This is an optimization exercise on Yosys and OpenROAD, whose aim is small area and a short achievable clock period, not a production implementation. Function was checked by simulation only, so behaviour that the tests miss may differ from the original. Power figures rest on the tool's default switching activity, not on a simulated workload.

$ cat design/flow/config.mk
export PLATFORM = sky130hd
export DESIGN_NAME = pkt_ingress_buf
export DESIGN_NICKNAME = pkt_ingress_buf
export VERILOG_FILES = /design/flow/design.v
export SDC_FILE = /design/flow/constraint.sdc
export NUM_CORES = 4
export LEC_CHECK = 0
export CAP_MARGIN = 20
export CORE_MARGIN = 2
export CORE_UTILIZATION = 45
export CTS_CLUSTER_DIAMETER = 100
export CTS_CLUSTER_SIZE = 25
export PLACE_DENSITY = 0.55
export SETUP_SLACK_MARGIN = 2.9
export SLEW_MARGIN = 50
export SYNTH_MEMORY_MAX_BITS = 8192
export TNS_END_PERCENT = 10
$ cat design/flow/constraint.sdc
create_clock -name core_clock -period 5.5 [get_ports {clk}]
set_input_delay 1.1000 -clock core_clock [delete_from_list [all_inputs] [get_ports {clk}]]
set_output_delay 1.1000 -clock core_clock [all_outputs]
set_load 0.01 [all_outputs]
$ cat design/flow/standard.sh
#!/bin/bash
# synth_recipe.tcl (not shown) runs the flow's synth.tcl, then flattens the netlist and writes it again
# the make line also repeats each setting of config.mk as NAME=value (left out here)
make -C /OpenROAD-flow-scripts/flow DESIGN_CONFIG=/design/flow/config.mk WORK_HOME=/design/flow/orfs CLKGATE_MAP_FILE= SYNTH_SCRIPT=/design/flow/synth_recipe.tcl "${@:-finish}"
$ cat design/flow/design.v
package pkt_ingress_buf_pkg;
  localparam int PKT_DATA_W  = 64;
  localparam int PKT_EMPTY_W = 6;
  localparam int PKT_WORD_W = 1 + PKT_EMPTY_W + PKT_DATA_W;
endpackage
module pkt_buf_ram #(
  parameter int WIDTH = 71,
  parameter int DEPTH = 64,
  parameter int AW    = $clog2(DEPTH)
) (
  input  logic             clk,
  input  logic             wr_en_a,
  input  logic [AW-1:0]    wr_addr_a,
  input  logic             wr_en_b,
  input  logic [AW-1:0]    wr_addr_b,
  input  logic [WIDTH-1:0] wr_data,
  input  logic [AW-1:0]    rd_addr,
  input  logic [1:0]       rd_addr_lo_n,    
  output logic [WIDTH-1:0] rd_data
);
  logic [WIDTH-1:0] rows [DEPTH];
  logic [DEPTH-1:0] wr_sel;
  for (genvar i = 0; i < DEPTH; i++) begin : g_row
    logic [WIDTH-1:0] q;
    assign wr_sel[i] = (wr_en_a && (wr_addr_a == AW'(i))) ||
                       (wr_en_b && (wr_addr_b == AW'(i)));
    assign rows[i]   = q;
    always_ff @(posedge clk)
      q <= (wr_data & {WIDTH{wr_sel[i]}}) | (q & {WIDTH{!wr_sel[i]}});
  end
  localparam int HALF = WIDTH / 2;
  logic [WIDTH-1:0] lvl [AW+1][DEPTH];
  logic [WIDTH-1:0] sel_lo [2];
  always_comb begin
    for (int b = 0; b < 2; b++)
      sel_lo[b] = {{(WIDTH - HALF){!rd_addr_lo_n[b]}}, {HALF{rd_addr[b]}}};
    for (int i = 0; i < DEPTH; i++) lvl[0][i] = rows[i];
    for (int b = 0; b < AW; b++)
      for (int i = 0; i < (DEPTH >> (b + 1)); i++)
        if (b < 2)
          lvl[b+1][i] = (sel_lo[b] & lvl[b][2*i+1]) | (~sel_lo[b] & lvl[b][2*i]);
        else
          lvl[b+1][i] = rd_addr[b] ? lvl[b][2*i+1] : lvl[b][2*i];
    rd_data = lvl[AW][0];
  end
endmodule
module pkt_ingress_buf #(
  parameter int DATA_WIDTH  = 64,
  parameter int EMPTY_WIDTH = 6,
  parameter int DEPTH       = 64
) (
  input  logic                   clk,
  input  logic                   reset_n,
  output logic                   in_ready,
  input  logic                   in_valid,
  input  logic                   in_startofpacket,
  input  logic                   in_endofpacket,
  input  logic [DATA_WIDTH-1:0]  in_data,
  input  logic [EMPTY_WIDTH-1:0] in_empty,
  input  logic                   in_error,
  input  logic                   out_ready,
  output logic                   out_valid,
  output logic                   out_startofpacket,
  output logic                   out_endofpacket,
  output logic [DATA_WIDTH-1:0]  out_data,
  output logic [EMPTY_WIDTH-1:0] out_empty,
  output logic                   out_error,
  output logic [15:0]            pkt_count,
  output logic [15:0]            drop_count
);
  localparam int AW = $clog2(DEPTH);
  localparam int PW = AW + 1;
  localparam int WW = 1 + EMPTY_WIDTH + DATA_WIDTH;    
  localparam logic [PW-1:0] ONE_P = PW'(1);
  logic              in_pkt;
  logic [PW-1:0]     wr_spec;
  logic [PW-1:0]     wr_commit;
  logic [PW-1:0]     rd_ptr;
  logic [1:0]        rd_ptr_lo_n;    
  logic [PW-1:0]     occ_s;
  logic [PW-1:0]     occ_c;
  logic [PW-1:0]     wr_spec_nx;
  logic [PW-1:0]     wr_commit_nx;
  logic [PW-1:0]     rd_ptr_nx;
  logic [PW-1:0]     occ_s_nx;
  logic [PW-1:0]     occ_c_nx;
  logic              beat;
  logic              try_s;       
  logic              try_c;       
  logic              full_s;
  logic              full_c;
  logic              wr_s;
  logic              wr_c;
  logic              wr_en;
  logic              overflow;
  logic              eop_ok;
  logic              eop_bad;
  logic              rewind;
  logic              drop_one;
  logic              drop_two;
  logic [15:0]       drop_p1;
  logic [15:0]       drop_p2;
  logic              not_empty;
  logic              out_load;
  logic              q_load;
  logic              rd_en;
  logic              q_valid;
  logic              q_sop;
  logic [WW-1:0]     q_word;
  logic              next_sop;
  logic [WW-1:0]     rd_word;
  assign full_s    = occ_s[AW];     
  assign full_c    = occ_c[AW];
  assign not_empty = |occ_c;
  always_comb begin
    beat     = in_valid && in_ready;
    try_s    = beat && (in_startofpacket != in_pkt);
    try_c    = beat && in_startofpacket && in_pkt;
    wr_s     = try_s && !full_s;
    wr_c     = try_c && !full_c;
    wr_en    = wr_s || wr_c;
    overflow = (try_s && full_s) || (try_c && full_c);
    eop_ok   = wr_en && in_endofpacket && !in_error;
    eop_bad  = wr_en && in_endofpacket && in_error;
    rewind   = overflow || eop_bad;
    drop_one = try_c ^ rewind;
    drop_two = try_c && rewind;
    drop_p1  = (drop_count == 16'hFFFF) ? 16'hFFFF : drop_count + 16'd1;
    drop_p2  = (drop_count[15:1] == 15'h7FFF) ? 16'hFFFF : drop_count + 16'd2;
    rd_ptr_nx    = rd_en ? rd_ptr + ONE_P : rd_ptr;
    wr_spec_nx   = wr_spec;
    wr_commit_nx = wr_commit;
    occ_s_nx     = rd_en ? occ_s - ONE_P : occ_s;
    occ_c_nx     = rd_en ? occ_c - ONE_P : occ_c;
    if (rewind) begin
      wr_spec_nx = wr_commit;
      occ_s_nx   = rd_en ? occ_c - ONE_P : occ_c;
    end else if (wr_s) begin
      wr_spec_nx = wr_spec + ONE_P;
      occ_s_nx   = rd_en ? occ_s : occ_s + ONE_P;
      if (in_endofpacket) begin
        wr_commit_nx = wr_spec + ONE_P;
        occ_c_nx     = rd_en ? occ_s : occ_s + ONE_P;
      end
    end else if (wr_c) begin
      wr_spec_nx = wr_commit + ONE_P;
      occ_s_nx   = rd_en ? occ_c : occ_c + ONE_P;
      if (in_endofpacket) begin
        wr_commit_nx = wr_commit + ONE_P;
        occ_c_nx     = rd_en ? occ_c : occ_c + ONE_P;
      end
    end
  end
  always_ff @(posedge clk or negedge reset_n) begin
    if (!reset_n) begin
      in_pkt     <= 1'b0;
      wr_spec    <= '0;
      wr_commit  <= '0;
      rd_ptr     <= '0;
      rd_ptr_lo_n <= '1;
      occ_s      <= '0;
      occ_c      <= '0;
      in_ready   <= 1'b0;
      pkt_count  <= '0;
      drop_count <= '0;
    end else begin
      in_ready  <= 1'b1;
      wr_spec   <= wr_spec_nx;
      wr_commit <= wr_commit_nx;
      rd_ptr    <= rd_ptr_nx;
      rd_ptr_lo_n <= ~rd_ptr_nx[1:0];
      occ_s     <= occ_s_nx;
      occ_c     <= occ_c_nx;
      if (beat)     in_pkt    <= wr_en && !in_endofpacket;
      if (eop_ok)   pkt_count <= pkt_count + 16'd1;
      if (drop_two)      drop_count <= drop_p2;
      else if (drop_one) drop_count <= drop_p1;
    end
  end
  assign out_load = !out_valid || out_ready;
  assign q_load   = !q_valid || out_load;
  assign rd_en    = not_empty && q_load;
  always_ff @(posedge clk or negedge reset_n) begin
    if (!reset_n) begin
      q_valid   <= 1'b0;
      next_sop  <= 1'b1;
    end else begin
      if (rd_en)  next_sop <= rd_word[WW-1];
      if (q_load) q_valid  <= not_empty;
    end
  end
  always_ff @(posedge clk) begin
    if (q_load) begin
      q_word <= rd_word;
      q_sop  <= next_sop;
    end
  end
  always_ff @(posedge clk or negedge reset_n) begin
    if (!reset_n) begin
      out_valid         <= 1'b0;
      out_startofpacket <= 1'b0;
      out_endofpacket   <= 1'b0;
      out_empty         <= '0;
      out_data          <= '0;
    end else if (out_load) begin
      out_valid         <= q_valid;
      out_startofpacket <= q_sop;
      out_endofpacket   <= q_word[WW-1];
      out_empty         <= q_word[DATA_WIDTH +: EMPTY_WIDTH];
      out_data          <= q_word[DATA_WIDTH-1:0];
    end
  end
  assign out_error = 1'b0;
  pkt_buf_ram #(
    .WIDTH (WW),
    .DEPTH (DEPTH),
    .AW    (AW)
  ) u_ram (
    .clk       (clk),
    .wr_en_a   (wr_s),
    .wr_addr_a (wr_spec[AW-1:0]),
    .wr_en_b   (wr_c),
    .wr_addr_b (wr_commit[AW-1:0]),
    .wr_data   ({in_endofpacket, in_empty, in_data}),
    .rd_addr      (rd_ptr[AW-1:0]),
    .rd_addr_lo_n (rd_ptr_lo_n),
    .rd_data   (rd_word)
  );
endmodule
$ cat design/flow/flow/run.sh
#!/bin/bash
set -euo pipefail
export BUFFER_PORTS_ARGS="-buffer_cell sky130_fd_sc_hd__buf_4"
bash standard.sh > flow_make.log 2>&1
==> impl_metrics.json, run 1 <==
{
  "synth.avg_cell_area_um2": 24.5,
  "drive_above_1_share_pct": 35.6,
  "initial_utilization_pct": 45.1,
  "use_met2_pct": 41.5,
  "yosys.area_share.simple_pct": 0.882,
  "tritoncts": "done",
  "syn_nets": 7506,
  "final_common_cell": "edfxtp_1",
  "cts_max_level": 4,
  "ys_seq_area_share_pct": 78.4,
  "holdPathStages": 1,
  "track_usage_pct": 24.7,
  "dieArea_mm2": 0.408,
  "path_max_fanout": 7,
  "status": "timing/DRC/antenna clean",
  "syn_area_mm2": 0.181,
  "die_width_um": 639,
  "grt_antenna_before_repair": 22,
  "hold_path.class": "reg2reg",
  "io_pins": 184,
  "synth_compound_area_share_pct": 1.25,
  "drtIter0Drc": 10631,
  "drc": 0,
  "postRouteAntennaNets": 0,
  "die_h_um": 639,
  "path_class": "reg2reg",
  "clkSinkCount": 4759,
  "synth_mux_area_share_pct": 18.1,
  "ff2ff_path_depth": 9,
  "drt_wl_total_um": 516000,
  "synthToLayoutAreaGrowth_pct": 14.8,
  "rr_endpoint": "q_word[47]",
  "synth_top_family_by_area": "multiplexers",
  "use_met3_pct": 2.46,
  "root_buffer": "clkbuf_16",
  "skew_ps": 82.3,
  "grt_pass1_vias": 85114,
  "synth_edf_count": 4616,
  "async_flop_share_pct": 3.00,
  "report.final.slew_viol_count": 0,
  "fin_tns_setup_ps": 0,
  "yosys.area_share.adder_pct": 0.0759,
  "hold_viol": 0,
  "leakagePower_nw": 64.4,
  "synth_cells": 7418,
  "maxCapViolCount": 0,
  "use_met1_pct": 35.1,
  "hpwl_um": 274000,
  "r2r_slack_ps": 2310,
  "ir_drop_mv": 0.312,
  "synth_ff_type": "edfxtp_1",
  "gp_congestion": 0.796,
  "port_buffers": 182,
  "clk_path_buf_depth": 4,
  "nNetsFinal": 8258,
  "end_kind": "flip-flop",
  "rsz0062_at_grt": "true",
  "cp.required_ps": 6210,
  "dpl-instance-area_mm2": 0.193,
  "ys_warn_count": 5,
  "clock_latency_ps": 1000,
  "final_cell_mix": "edfxtp_1, mux4_2, buf_4",
  "power_density_mw_per_mm2": 458,
  "power_w": 0.0953,
  "final_cell_area_mm2": 0.208,
  "tightest_slew_ps": 746,
  "wl_per_cell_um": 37.9,
  "setup_violations": 0,
  "synth-xor-area-share_pct": 0.212,
  "grt_first_pass_wirelength_um": 701000,
  "fin_crit_sh_pct": 57.9,
  "holdCritStartpoint": "q_valid",
  "drtPass1Iterations": 8,
  "vias": 85482,
  "startpoint_type": "flip-flop",
  "reg2reg_from": "rd_ptr_lo_n[0]",
  "viasPerCell": 6.28,
  "core_area_mm2": 0.402,
  "hold_end": "out_valid",
  "synth_seq_cells": 4759,
  "gr-total-overflow": 0,
  "cts_buffers": 215,
  "relSlewSlack_pct": 50.3,
  "top_usage_layer": "met2",
  "finalCriticalPeriod_ps": 3190,
  "std_cell_rows": 233,
  "fin_util_pct": 51.8,
  "synth.distinct_cells": 68,
  "fmax_mhz": 314,
  "cp_data_arrival_time_ps": 3900,
  "clk_pin_slew_worst_paths_ps": 100,
  "grt_max_degree": 83
}
[final cells by class]
class	count	area [µm²]
inverter	18	93.8
clock buffer	350	5950
fill	30766	194000
clock inverter	17	329
timing repair buffer	939	13900
sequential	4759	142000
timing repair inverter	1	8.76
multi-input combinational	2236	39200
antenna	11	27.5
tap	5287	6620
[power by group]
part | internal (W) | switching, W
sequential | 0.0408 | 0.000894
combinational | 0.0174 | 0.0174
clock | 0.00757 | 0.0113
[worst max path at each step]
stage | from | endpoint | slack (ps) | cells after the start
4_1_cts | rd_ptr_lo_n[0] | q_word[52] | 2330 | 8
3_5_place_dp | in_valid | flip-flop | 1160 | 7
2_1_floorplan | in_startofpacket | flip-flop | 1460 | 7
5_1_grt | rd_ptr_lo_n[0] | q_word[52] | 2310 | 10
6_report | rd_ptr_lo_n[0] | q_word[47] | 2310 | 9
3_3_place_gp | in_valid | flip-flop | 1070 | 7
[synthesized netlist by cell type, types with 5 or more instances]
master    instances  share of area [%]
edfxtp_1       4616                 76
a221o_1           6              0.033
buf_6            17               0.11
or3_1             6              0.021
nor3b_1           5              0.021
ha_1             11              0.076
mux4_2         1413                 18
a211oi_1          5              0.021
clkbuf_1        223               0.46
nor2b_1          12              0.041
buf_4            24              0.099
a21oi_1          35              0.097
nor2_1           60               0.12
nand3b_1          5              0.021
mux2i_1          13              0.072
inv_1            17              0.035
a31oi_1          10              0.034
xnor2_1          33               0.16
nand4_1          16              0.055
nand2_1         149               0.31
o21ai_0          17              0.047
nand3_1          37               0.10
dfrtp_1         140                1.9
nand2b_1          8              0.028
xor2_1           11              0.053
nor3_1           15              0.041
and3_1           10              0.034
mux2_2           81               0.50
buf_2            94               0.26
a22oi_1         134               0.55
o22ai_1          83               0.29
buf_1            47              0.097
[metal layers]
layer	wire [µm]	up-vias	part of all wire, %
li1	-	33499	-
met1	212000	48068	41
met2	258000	3375	50
met3	31200	538	6.1
met4	14500	2	2.8
met5	10	-	0.0019
[critical path: stages, from the launching register on]
cell	delay (ps)
dfstp_4	670
buf_16	140
buf_12	130
buf_16	180
buf_6	140
buf_16	150
mux4_2	500
mux4_2	570
a22oi_2	300
nand2_2	150
[cell families after synthesis]
| group | after synthesis |
|---|---|
| AND/OR/NAND/NOR | 343 |
| AO/OA/AOI/OAI | 328 |
| buffers and inverters | 424 |
| multiplexers | 1507 |
| XOR/XNOR | 44 |
| adder cells (fa/ha/maj) | 11 |
| other | 2 |
| flip-flops | 4759 |
[what timing repair did]
action,in CTS,in global routing
gates cloned,93,30
pin swaps,123,72
hold buffers,1,0
hold endpoints to repair,8,0
gates resized for setup,442,119
setup buffers,196,100
endpoints found under the setup margin,4740,4183
[stage by stage]
stage	worst slack (ps)	cells	hold slack, ps
final	2310	13618	478
after global routing	2310	13610	434
after CTS	2330	13469	459
after detailed placement	1160	12812	455
after global placement	1070	12786	448
after floorplan	1460	7418	427
==> run 2: changes to the inputs <==
--- a/design/flow/config.mk
+++ b/design/flow/config.mk
@@ -9,6 +9,6 @@
 export CORE_MARGIN = 2
-export CORE_UTILIZATION = 45
+export CORE_UTILIZATION = 40
 export CTS_CLUSTER_DIAMETER = 100
 export CTS_CLUSTER_SIZE = 25
-export PLACE_DENSITY = 0.55
+export PLACE_DENSITY = 0.45
 export SETUP_SLACK_MARGIN = 2.9
==> impl_metrics.json, run 2 <==
{
  "drive_above_1_share_pct": 37.3,
  "tightest_slew_ps": 814,
  "hold_path.class": "in2reg",
  "power_density_mw_per_mm2": 466,
  "nNetsFinal": 8467,
  "cts_max_level": 4,
  "hold_viol": 0,
  "synth_seq_cells": 4759,
  "synth_commonest_cells": "edfxtp_1, mux4_2, clkbuf_1",
  "synth_cells": 7418,
  "synth.distinct_cells": 68,
  "synth_top_cell_by_area": "edfxtp_1",
  "viasPerCell": 6.07,
  "fmax_mhz": 309,
  "fin_tns_setup_ps": 0,
  "setup_violations": 0,
  "port_buffers": 182,
  "clock_latency_ps": 1010,
  "reg2reg_from": "rd_ptr_lo_n[0]",
  "rr_endpoint": "q_word[52]",
  "final_cell_mix": "edfxtp_1, mux4_2, buf_4",
  "synthToLayoutAreaGrowth_pct": 17.4,
  "status": "timing/DRC/antenna clean",
  "die_h_um": 677,
  "grt_first_pass_wirelength_um": 796000,
  "initial_utilization_pct": 40.1,
  "grt_pass1_vias": 85972,
  "holdCritStartpoint": "in_data[42]",
  "tritoncts": "done",
  "die_width_um": 677,
  "leakagePower_nw": 66.2,
  "clkSinkCount": 4759,
  "skew_ps": 75.5,
  "relSlewSlack_pct": 45.7,
  "grt_antenna_before_repair": 40,
  "cts_buffers": 217,
  "r2r_slack_ps": 2260,
  "clk_path_buf_depth": 4,
  "ys_seq_area_share_pct": 78.4,
  "io_pins": 184,
  "maxCapViolCount": 0,
  "root_buffer": "clkbuf_16",
  "rsz0062_at_grt": "true",
  "final_cell_area_mm2": 0.213,
  "synthTopCellsByArea": "edfxtp_1, mux4_2, dfrtp_1",
  "drtIter0Drc": 11168,
  "path_max_fanout": 5,
  "finalCriticalPeriod_ps": 3240,
  "post-synth-top-area-fraction_pct": 76.4,
  "drc": 0,
  "ys_warn_count": 5,
  "report.final.slew_viol_count": 0,
  "ff2ff_path_depth": 7,
  "grt_max_degree": 72,
  "cp-startpoint": "rd_ptr_lo_n[0]",
  "drt_wl_total_um": 623000,
  "synth_edf_count": 4616,
  "fin_crit_sh_pct": 58.9,
  "final_common_cell": "edfxtp_1",
  "startpoint_type": "flip-flop",
  "place_inst": 13516,
  "clk_pin_slew_worst_paths_ps": 100,
  "dpl-instance-area_mm2": 0.194,
  "async_flop_share_pct": 3.00,
  "drtPass1Iterations": 5,
  "cp.required_ps": 6240,
  "hpwl_um": 327000,
  "path_class": "reg2reg",
  "cp_data_arrival_time_ps": 3980,
  "synth_ff_type": "edfxtp_1",
  "gr-total-overflow": 0,
  "syn_area_mm2": 0.181,
  "syn_nets": 7506,
  "yosysMostFrequentCell": "edfxtp_1",
  "vias": 87985,
  "gp_congestion": 0.787,
  "std_cell_rows": 247,
  "synth.avg_cell_area_um2": 24.5,
  "dieArea_mm2": 0.459,
  "track_usage_pct": 25.6,
  "wl_per_cell_um": 43.0,
  "postRouteAntennaNets": 0,
  "fillCellCount": 36790,
  "core_area_mm2": 0.452,
  "holdPathStages": 1,
  "ir_drop_mv": 0.341,
  "end_kind": "flip-flop",
  "fin_cells": 14500
}
==> run 2: worst max-delay path by stage <==
stage | endpoint
floorplan | flip-flop
global placement | flip-flop
detailed placement | flip-flop
CTS | q_word[42]
global route | q_word[38]
finish | q_word[52]
==> run 2: logic make-up (layout without fill, tap and decap cells) <==
family          after synthesis  count (layout)  synth area share, %
mux                        1507            1507                 18.1
xor+xnor                     44              44                0.212
other cells                   2              11              0.00414
fa+ha+maj                    11              11               0.0759
flops                      4759            4759                 78.4
buf+inv                     424            1520                 1.06
compound gates              328             329                 1.25
simple gates                343             343                0.882
==> run 2: critical path: stages (launching register included) <==
cell and delay, ps:
dfstp_4 660, buf_12 150, buf_4 200, buf_6 160, mux4_2 570, mux4_2 690, a22oi_2 410, nand2_1 90
==> run 2: timing repair <==
| item | in CTS | in global routing |
|---|---|---|
| endpoints found under the setup margin | 4747 | 4055 |
| gates cloned | 115 | 91 |
| hold buffers | 1 | 0 |
| pin swaps | 100 | 95 |
| buffers inserted | 211 | 193 |
| resized for setup | 434 | 274 |
| endpoints found under the hold margin | 2 | 0 |
==> run 2: where the power goes <==
part / leakage (nW) / internal (W) / switching [W] / total, W
Clock: 2.99 / 0.00764 / 0.0115 / 0.0192
Combinational: 19.9 / 0.0180 / 0.0204 / 0.0384
Sequential: 43.3 / 0.0408 / 0.000899 / 0.0417
==> run 2: layout make-up <==
cell class / count / area (µm²) / area share, %
flip-flops and latches: 4759 / 142000 / 66.8
multi-input cells: 2236 / 39200 / 18.4
repair buffers: 1145 / 17600 / 8.26
well taps: 5976 / 7480 / 3.51
clock buffers: 334 / 5960 / 2.80
clock inverters: 21 / 250 / 0.118
inverters: 18 / 109 / 0.0511
diodes: 9 / 22.5 / 0.0106
repair inverters: 2 / 17.5 / 0.00823
==> run 2: metal layers <==
metal / GRT usage [%] / share of wire [%]
met1: 36.4 / 42
met2: 42.9 / 49
met4: 5.70 / 2.8
met5: 0 / 0.0021
met3: 2.49 / 6.0
==> run 2: through the flow <==
step / hold WS, ps / worst slack, ps / util (%) / total power, W
detailed placement: 453 / 1100 / 43.0 / 0.0743
finish: 380 / 2260 / 47.1 / 0.0993
floorplan: 427 / 1460 / - / 0.0600
global route: 340 / 2240 / 47.1 / 0.102
global placement: 445 / 908 / 42.8 / 0.0741
CTS: 291 / 2260 / 46.0 / 0.0982
==> run 3: changes to the inputs <==
--- a/design/flow/design.v
+++ b/design/flow/design.v
@@ -18,2 +18,4 @@
   input  logic [1:0]       rd_addr_lo_n,    
+  input  logic [1:0]       rd_addr_lo_b,    
+  input  logic [1:0]       rd_addr_lo_bn,   
   output logic [WIDTH-1:0] rd_data
@@ -30,3 +32,5 @@
   end
-  localparam int HALF = WIDTH / 2;
+  localparam int Q1 = WIDTH / 4;
+  localparam int Q2 = WIDTH / 2;
+  localparam int Q3 = (3 * WIDTH) / 4;
   logic [WIDTH-1:0] lvl [AW+1][DEPTH];
@@ -35,3 +39,4 @@
     for (int b = 0; b < 2; b++)
-      sel_lo[b] = {{(WIDTH - HALF){!rd_addr_lo_n[b]}}, {HALF{rd_addr[b]}}};
+      sel_lo[b] = {{(WIDTH - Q3){!rd_addr_lo_bn[b]}}, {(Q3 - Q2){rd_addr_lo_b[b]}},
+                   {(Q2 - Q1){!rd_addr_lo_n[b]}}, {Q1{rd_addr[b]}}};
     for (int i = 0; i < DEPTH; i++) lvl[0][i] = rows[i];
@@ -79,2 +84,4 @@
   logic [1:0]        rd_ptr_lo_n;    
+  logic [1:0]        rd_ptr_lo_b;    
+  logic [1:0]        rd_ptr_lo_bn;   
   logic [PW-1:0]     occ_s;
@@ -192,2 +199,6 @@
   always_ff @(posedge clk) begin
+    rd_ptr_lo_b  <= rd_ptr_nx[1:0];
+    rd_ptr_lo_bn <= ~rd_ptr_nx[1:0];
+  end
+  always_ff @(posedge clk) begin
     if (q_load) begin
@@ -226,2 +237,4 @@
     .rd_addr_lo_n (rd_ptr_lo_n),
+    .rd_addr_lo_b (rd_ptr_lo_b),
+    .rd_addr_lo_bn(rd_ptr_lo_bn),
     .rd_data   (rd_word)
--- a/design/flow/config.mk
+++ b/design/flow/config.mk
@@ -9,6 +9,6 @@
 export CORE_MARGIN = 2
-export CORE_UTILIZATION = 40
+export CORE_UTILIZATION = 45
 export CTS_CLUSTER_DIAMETER = 100
 export CTS_CLUSTER_SIZE = 25
-export PLACE_DENSITY = 0.45
+export PLACE_DENSITY = 0.55
 export SETUP_SLACK_MARGIN = 2.9
==> impl_metrics.json, run 3 <==
{
  "reg2reg_from": "rd_ptr_lo_n[0]",
  "p_int_w": 0.0664,
  "fin_crit_sh_pct": 54.4,
  "relSlewSlack_pct": 53.1,
  "drive_above_1_share_pct": 35.9,
  "synth_commonest_cells": "edfxtp_1, mux4_2, clkbuf_1",
  "postRouteAntennaNets": 0,
  "slowest_stage": "dfstp_4",
  "comb_power_share_pct": 37.2,
  "gp_congestion": 0.833,
  "track_usage_pct": 25.8,
  "final_common_cell": "edfxtp_1",
  "core_area_mm2": 0.403,
  "synth.distinct_cells": 68,
  "cp_data_arrival_time_ps": 3720,
  "maxCapViolCount": 0,
  "startpoint_type": "flip-flop",
  "path_class": "reg2reg",
  "r2r_slack_ps": 2510,
  "async_flop_share_pct": 3.00,
  "dieArea_mm2": 0.409,
  "drtIter0Drc": 13179,
  "root_buffer": "clkbuf_16",
  "nNetsFinal": 8369,
  "synth_edf_count": 4616,
  "io_pins": 184,
  "drt_wl_total_um": 551000,
  "cts_buffers": 217,
  "p_clk_share_pct": 19.6,
  "syn_area_mm2": 0.182,
  "synth_cells": 7437,
  "std_cell_rows": 233,
  "clk_path_buf_depth": 4,
  "cts_max_level": 4,
  "preCtsSetupSlack_ps": 1070,
  "p_sw_w": 0.0302,
  "grt_antenna_before_repair": 35,
  "worst_slack_ps": 2510,
  "vias": 88182,
  "syn_nets": 7525,
  "end_kind": "flip-flop",
  "synth_seq_cells": 4763,
  "seq_power_share_pct": 43.1,
  "rr_endpoint": "q_word[23]",
  "skew_ps": 69.0,
  "holdCritStartpoint": "q_word[47]",
  "tritoncts": "done",
  "final_cell_mix": "edfxtp_1, mux4_2, buf_4",
  "holdPathStages": 1,
  "fin_util_pct": 52.3,
  "synthTopCellsByArea": "edfxtp_1, mux4_2, dfrtp_1",
  "leakagePower_nw": 65.3,
  "rsz0062_at_grt": "true",
  "die_width_um": 640,
  "report.final.slew_viol_count": 0,
  "wl_per_cell_um": 39.7,
  "ff2ff_path_depth": 8,
  "grt_pass1_vias": 85359,
  "status": "timing/DRC/antenna clean",
  "port_buffers": 182,
  "synth_ff_type": "edfxtp_1",
  "setup_violations": 0,
  "grt_first_pass_wirelength_um": 726000,
  "ys_warn_count": 5,
  "clk_pin_slew_worst_paths_ps": 100,
  "slowest_delay_ps": 730,
  "crit_chain": "buf_12 -> buf_16 -> buf_12 -> buf_16 -> mux4_2 -> mux4_2 -> a22oi_2 -> o21ai_1",
  "fmax_mhz": 334,
  "dpl-instance-area_mm2": 0.194,
  "gr-total-overflow": 0,
  "clkSinkCount": 4763,
  "hpwl_um": 290000,
  "synth_top_cell_by_area": "edfxtp_1",
  "p_sw_share_pct": 31.3,
  "clock_latency_ps": 1010,
  "hold_path.class": "reg2reg",
  "fin_tns_setup_ps": 0,
  "path_max_fanout": 8,
  "die_h_um": 640,
  "final_cell_area_mm2": 0.211,
  "finalCriticalPeriod_ps": 2990,
  "synth.avg_cell_area_um2": 24.4,
  "synthToLayoutAreaGrowth_pct": 15.9,
  "yosysMostFrequentCell": "edfxtp_1",
  "hold_end": "out_data[47]",
  "grt_max_degree": 95,
  "hold_viol": 0,
  "tightest_slew_ps": 703,
  "drtPass1Iterations": 6,
  "cp.required_ps": 6230,
  "drc": 0,
  "ir_drop_mv": 0.341,
  "fillCellCount": 30603,
  "viasPerCell": 6.36,
  "area.sequential_mm2": 0.142,
  "post-synth-top-area-fraction_pct": 76.3,
  "multi_input_comb_area_mm2": 0.0396,
  "initial_utilization_pct": 45.2,
  "ys_seq_area_share_pct": 78.3,
  "power_density_mw_per_mm2": 459
}
run 3: cell type report:
| type | count | area share, % |
|---|---|---|
| inverters | 15 | 0.0267 |
| multi-input cells | 2252 | 18.8 |
| diodes | 9 | 0.0107 |
| clock buffers | 359 | 2.86 |
| repair buffers | 1032 | 7.40 |
| flip-flops and latches | 4763 | 67.6 |
| well taps | 5405 | 3.21 |
| clock inverters | 22 | 0.146 |
run 3: timing repair:
item,CTS,global route
endpoints found under the hold margin,15,0
setup endpoints to repair,4756,4392
pin swaps,47,32
setup buffers,228,133
gates cloned,93,69
hold buffers,1,0
resized for setup,383,259
run 3: power by group through the flow:
stage	combinational [W]	sequential, W	clock (W)
2_1_floorplan	0.0180	0.0421	0
3_3_place_gp	0.0278	0.0433	0
3_5_place_dp	0.0284	0.0430	0
4_1_cts	0.0349	0.0417	0.0193
5_1_grt	0.0374	0.0418	0.0205
6_report	0.0360	0.0417	0.0189
run 3: cell families (layout without fill, tap and decap cells):
group / count (synthesis) / count (layout) / share of synthesized area, %
buffers and inverters: 423 / 1428 / 1.03
muxes: 1571 / 1571 / 18.4
xor gates and xnor gates: 41 / 41 / 0.198
other: 2 / 11 / 0.00413
and+or+nand+nor: 293 / 294 / 0.801
AOI/OAI and AO/OA: 333 / 333 / 1.18
adders and majority gates: 11 / 11 / 0.0757
DFF: 4763 / 4763 / 78.3
run 3: critical path, delay by kind of cell, from the launching register on:
family,cells,cell delay [ps]
AOI/OAI and AO/OA,2,340
DFF,1,730
buffers and inverters,4,570
muxes,2,1070
run 3: stage by stage:
step	hold slack (ps)	instances	total power, W
after global routing	421	13849	0.0996
final	451	13857	0.0966
after global placement	458	12913	0.0712
after floorplan	454	7437	0.0601
after detailed placement	463	12937	0.0714
after CTS	378	13640	0.0959
run 3: worst max-delay path by stage:
stage                                start    endpoint  slack, ps  cells past startpoint
after floorplan                  out_ready    occ_s[4]       1050                      7
after global routing        rd_ptr_lo_n[0]  q_word[31]       2480                      8
after CTS                   rd_ptr_lo_n[0]  q_word[17]       2520                      7
after global placement    in_startofpacket   flip-flop        880                      7
after detailed placement  in_startofpacket   flip-flop       1070                      8
final                       rd_ptr_lo_n[0]  q_word[23]       2510                      8
run 3: metal layers:
layer	GRT usage, %	up-vias	routed length, µm
met3	4.49	559	49100
met2	40.8	4313	262000
met4	5.07	12	14000
li1	-	33805	-
met5	0	-	84
met1	38.2	49493	226000

## port drivers added, routing unchanged
Ports are ideal in the flow. The routed layouts listed here were re-timed in OpenROAD. Step 1 sets driving cells, clkbuf_16 on the clock port and buf_2 on the other inputs (assumed; they add their load-dependent delay and slew). Step 2 also shifts input and output timing later by t, the mid clock arrival at the registers, as if the neighbouring blocks saw the same clock. Three values: ideal ports, drivers, drivers and shift; two values: the first two.
| run | shift t [ns] | slack for setup (ns) | worst register clock-pin slew, ns | worst slew at a driven data input, ns | cell pins on the clock port's net |
|---|---|---|---|---|---|
| run 1 | 1.071 | 2.313 / 2.313 / 1.681 | 0.11 / 0.11 | 0.15 | 1 |
| run 2 | 1.108 | 2.259 / 2.259 / 1.525 | 0.12 / 0.12 | 0.25 | 1 |
| run 3 | 1.083 | 2.510 / 2.510 / 1.702 | 0.11 / 0.11 | 0.19 | 1 |
After both steps every run listed still meets setup and hold. For run 3, which loses most, drivers alone change the setup slack by 0.000 ns; drivers and shift together by -0.808 ns.
